This design comes from an exercise in tuning for a short achievable clock period and few clock cycles on the open sky130 flow, not from production work. In this exercise RTL edits were held to simulation tests only and were not proved equivalent to the original. No activity file was given, so power comes from the tool's default toggle rates.

Setup of v6:
Design axi_qspi_controller, start of the top module:
module axi_qspi_controller
(
  input  logic       s_axi_aclk,
  input  logic       s_axi_aresetn,
  input  logic       s_axi_awvalid_i,
  input  axi_lite_pkg::addr_t      s_axi_awaddr_i,
  output logic       s_axi_awready_o,
  input  logic       s_axi_wvalid_i,
  input  axi_lite_pkg::data_t      s_axi_wdata_i,
  input  axi_lite_pkg::strb_t      s_axi_wstrb_i,
  output logic       s_axi_wready_o,
  output logic       s_axi_bvalid_o,
  output axi_lite_pkg::resp_t      s_axi_bresp_o,
  input  logic       s_axi_bready_i,
  input  logic       s_axi_arvalid_i,
  input  axi_lite_pkg::addr_t      s_axi_araddr_i,
  output logic       s_axi_arready_o,
  output logic       s_axi_rvalid_o,
  output axi_lite_pkg::data_t      s_axi_rdata_o,
  output axi_lite_pkg::resp_t      s_axi_rresp_o,
  input  logic       s_axi_rready_i,
  output logic       spi_clk_o,
  output logic [1:0] spi_csn_o,
  output logic       spi_sdo_o,
  input  logic       spi_sdi_i
);
Settings: LEC_CHECK=0, CAP_MARGIN=20, CORE_MARGIN=2, CORE_UTILIZATION=40, CTS_CLUSTER_DIAMETER=40, CTS_CLUSTER_SIZE=16, SETUP_SLACK_MARGIN=3.0, SLEW_MARGIN=20; clock period 5.0 ns.
standard.sh (not shown) runs the stock make flow with config.mk's settings and CLKGATE_MAP_FILE= SYNTH_SCRIPT=/design/flow/synth_recipe.tcl, a recipe that flattens the netlist after the stock synthesis.
==> flow/flow/run.sh <==
#!/bin/bash
# The standard layout, with plain buffers (not delay cells) on the ports.
set -euo pipefail
export BUFFER_PORTS_ARGS="-buffer_cell sky130_fd_sc_hd__buf_2"
bash standard.sh > standard_flow.log 2>&1
Testbench counts of v6, summed over its fixed seeds: cycles 141,600.
[inputs] v7 vs v6
- CTS_CLUSTER_DIAMETER now 60, was 40
- CORE_UTILIZATION now 70, was 40
- CTS_CLUSTER_SIZE now 24, was 16
[summary]
v6 reached the final stage; the timing, design-rule and antenna checks on its layout passed. v7 | status: complete | timing, DRC, antenna: pass. v6 reports its type of the worst min-delay path as in2async while v7 reports reg2reg. Diff v6 -> v7: wire length fell 7.2%, power drawn by the combinational cells rose about 2%, area of all placed cells without fillers fell about 8%, share of cell area taken by flip-flops and latches rose 4.1 points. Any difference in cell area after technology mapping between v7 and v6 is small enough to ignore. Note that the largest net degree at the start of global routing recorded for v7 amounts to 1.07 times the value seen in v6. Of v7 and v6, the run reporting the higher portion of the layout cell area used by clock cells was v6.


== P ==
axi_qspi_controller again, from the RTL that the note above started with.
export LEC_CHECK = 0
export CAP_MARGIN = 20
export CORE_MARGIN = 2
export CORE_UTILIZATION = 40
export CTS_CLUSTER_DIAMETER = 50
export CTS_CLUSTER_SIZE = 20
export SETUP_SLACK_MARGIN = 3.0
export SLEW_MARGIN = 20
create_clock -name core_clock -period 5.0 [get_ports {s_axi_aclk}]
Scripts as last shown in full above: flow/flow/run.sh
Testbench counts of P, summed over its fixed seeds: cycles 141,600.
Input changes introduced in Q (baseline for comparison: P):
diff --git a/flow/config.mk b/flow/config.mk
--- a/flow/config.mk
+++ b/flow/config.mk
@@ -8,7 +8,7 @@
 export CAP_MARGIN = 20
 export CORE_MARGIN = 2
-export CORE_UTILIZATION = 40
-export CTS_CLUSTER_DIAMETER = 50
-export CTS_CLUSTER_SIZE = 20
+export CORE_UTILIZATION = 60
+export CTS_CLUSTER_DIAMETER = 60
+export CTS_CLUSTER_SIZE = 24
 export SETUP_SLACK_MARGIN = 3.0
 export SLEW_MARGIN = 20
--- outcome ---
- Q: clock power share lower than P
- Looking at minimum setup slack after placement across both flows, Q is the stronger of the two, with P trailing.
- Q — area growth from synthesis to layout 4.8 points lower, P as reference
- Final cell area excluding filler cells ends up higher on P.
- Between P and Q, x dimension of the die is lower for Q, P comes in above that.
- Layout buffer count excluding clock buffers, Q vs P: down by a few percent
- Taking P as the reference, in Q layout multi-input combinational cell count barely changed, total global routing track utilization went up, shortest period the worst path allows shrank by 0.037 ns.
- Hold slack is lower on P


== red ==
axi_qspi_controller again, from the RTL that the note above started with.
Settings: LEC_CHECK=0, CAP_MARGIN=20, CORE_MARGIN=2, CORE_UTILIZATION=40, CTS_CLUSTER_DIAMETER=60, CTS_CLUSTER_SIZE=24, SETUP_SLACK_MARGIN=3.0, SLEW_MARGIN=20; clock period 5.0 ns.
run.sh (not shown) runs the stock make flow with config.mk's settings and CLKGATE_MAP_FILE= SYNTH_SCRIPT=/design/flow/synth_recipe.tcl, a recipe that flattens the netlist after the stock synthesis.
Stock flow here: none of the scripts above is used.
red has completed all stages; timing, DRC and antenna checks passed.
Testbench counts of red, summed over its fixed seeds: cycles 141,600.
## Diff of input files: blue against red
==> flow/flow/run.sh (new file) <==
#!/bin/bash
# The standard layout, with plain buffers (not delay cells) on the ports.
set -euo pipefail
export BUFFER_PORTS_ARGS="-buffer_cell sky130_fd_sc_hd__buf_2"
bash standard.sh > standard_flow.log 2>&1
==> flow/standard.sh (new file) <==
#!/bin/bash
# synth_recipe.tcl (not shown) runs the flow's synth.tcl, then flattens the netlist and writes it again
# the make line also repeats each setting of config.mk as NAME=value (left out here)
make -C /OpenROAD-flow-scripts/flow DESIGN_CONFIG=/design/flow/config.mk WORK_HOME=/design/flow/orfs CLKGATE_MAP_FILE= SYNTH_SCRIPT=/design/flow/synth_recipe.tcl "${@:-finish}"
removed: flow/run.sh
### Flow results
From red to blue the numbers moved as follows: design area lost about 2.5%, clock slew seen by the registers of the worst setup and hold paths went down, placed wire-length estimate after detailed placement now smaller. blue | stages: all done | timing, DRC, antenna: all pass.

static timing again, ports no longer ideal:
Ports are ideal in the flow. The routed layouts listed here were re-timed in OpenROAD. Step 1 assumes that a clkbuf_16 drives the clock port and a buf_2 every other input. Step 2 adds t to the input delays and takes it off the output delays; t is the mean of the earliest and latest rising clock arrival at the registers after step 1. Input paths then give back, and output paths get back, about the clock's delay inside the block. Three values: ideal, step 1, step 2; two values: the first two.
run | t (ns) | setup WS [ns] | worst slew at a driven data input, ns
v6 | 0.688 | 2.839 / 2.779 / 2.365 | 0.13
v7 | 0.633 | 2.854 / 2.798 / 2.607 | 0.05
P | 0.676 | 2.842 / 2.781 / 2.512 | 0.13
Q | 0.642 | 2.878 / 2.821 / 2.425 | 0.07
red | 0.653 | 2.847 / 2.785 / 2.421 | 0.13
blue | 0.647 | 2.882 / 2.820 / 2.494 | 0.13
After both steps setup and hold are still met in every run listed. The setup slack of v6, which loses most, moves by -0.060 ns with the drivers and by -0.474 ns with both steps.
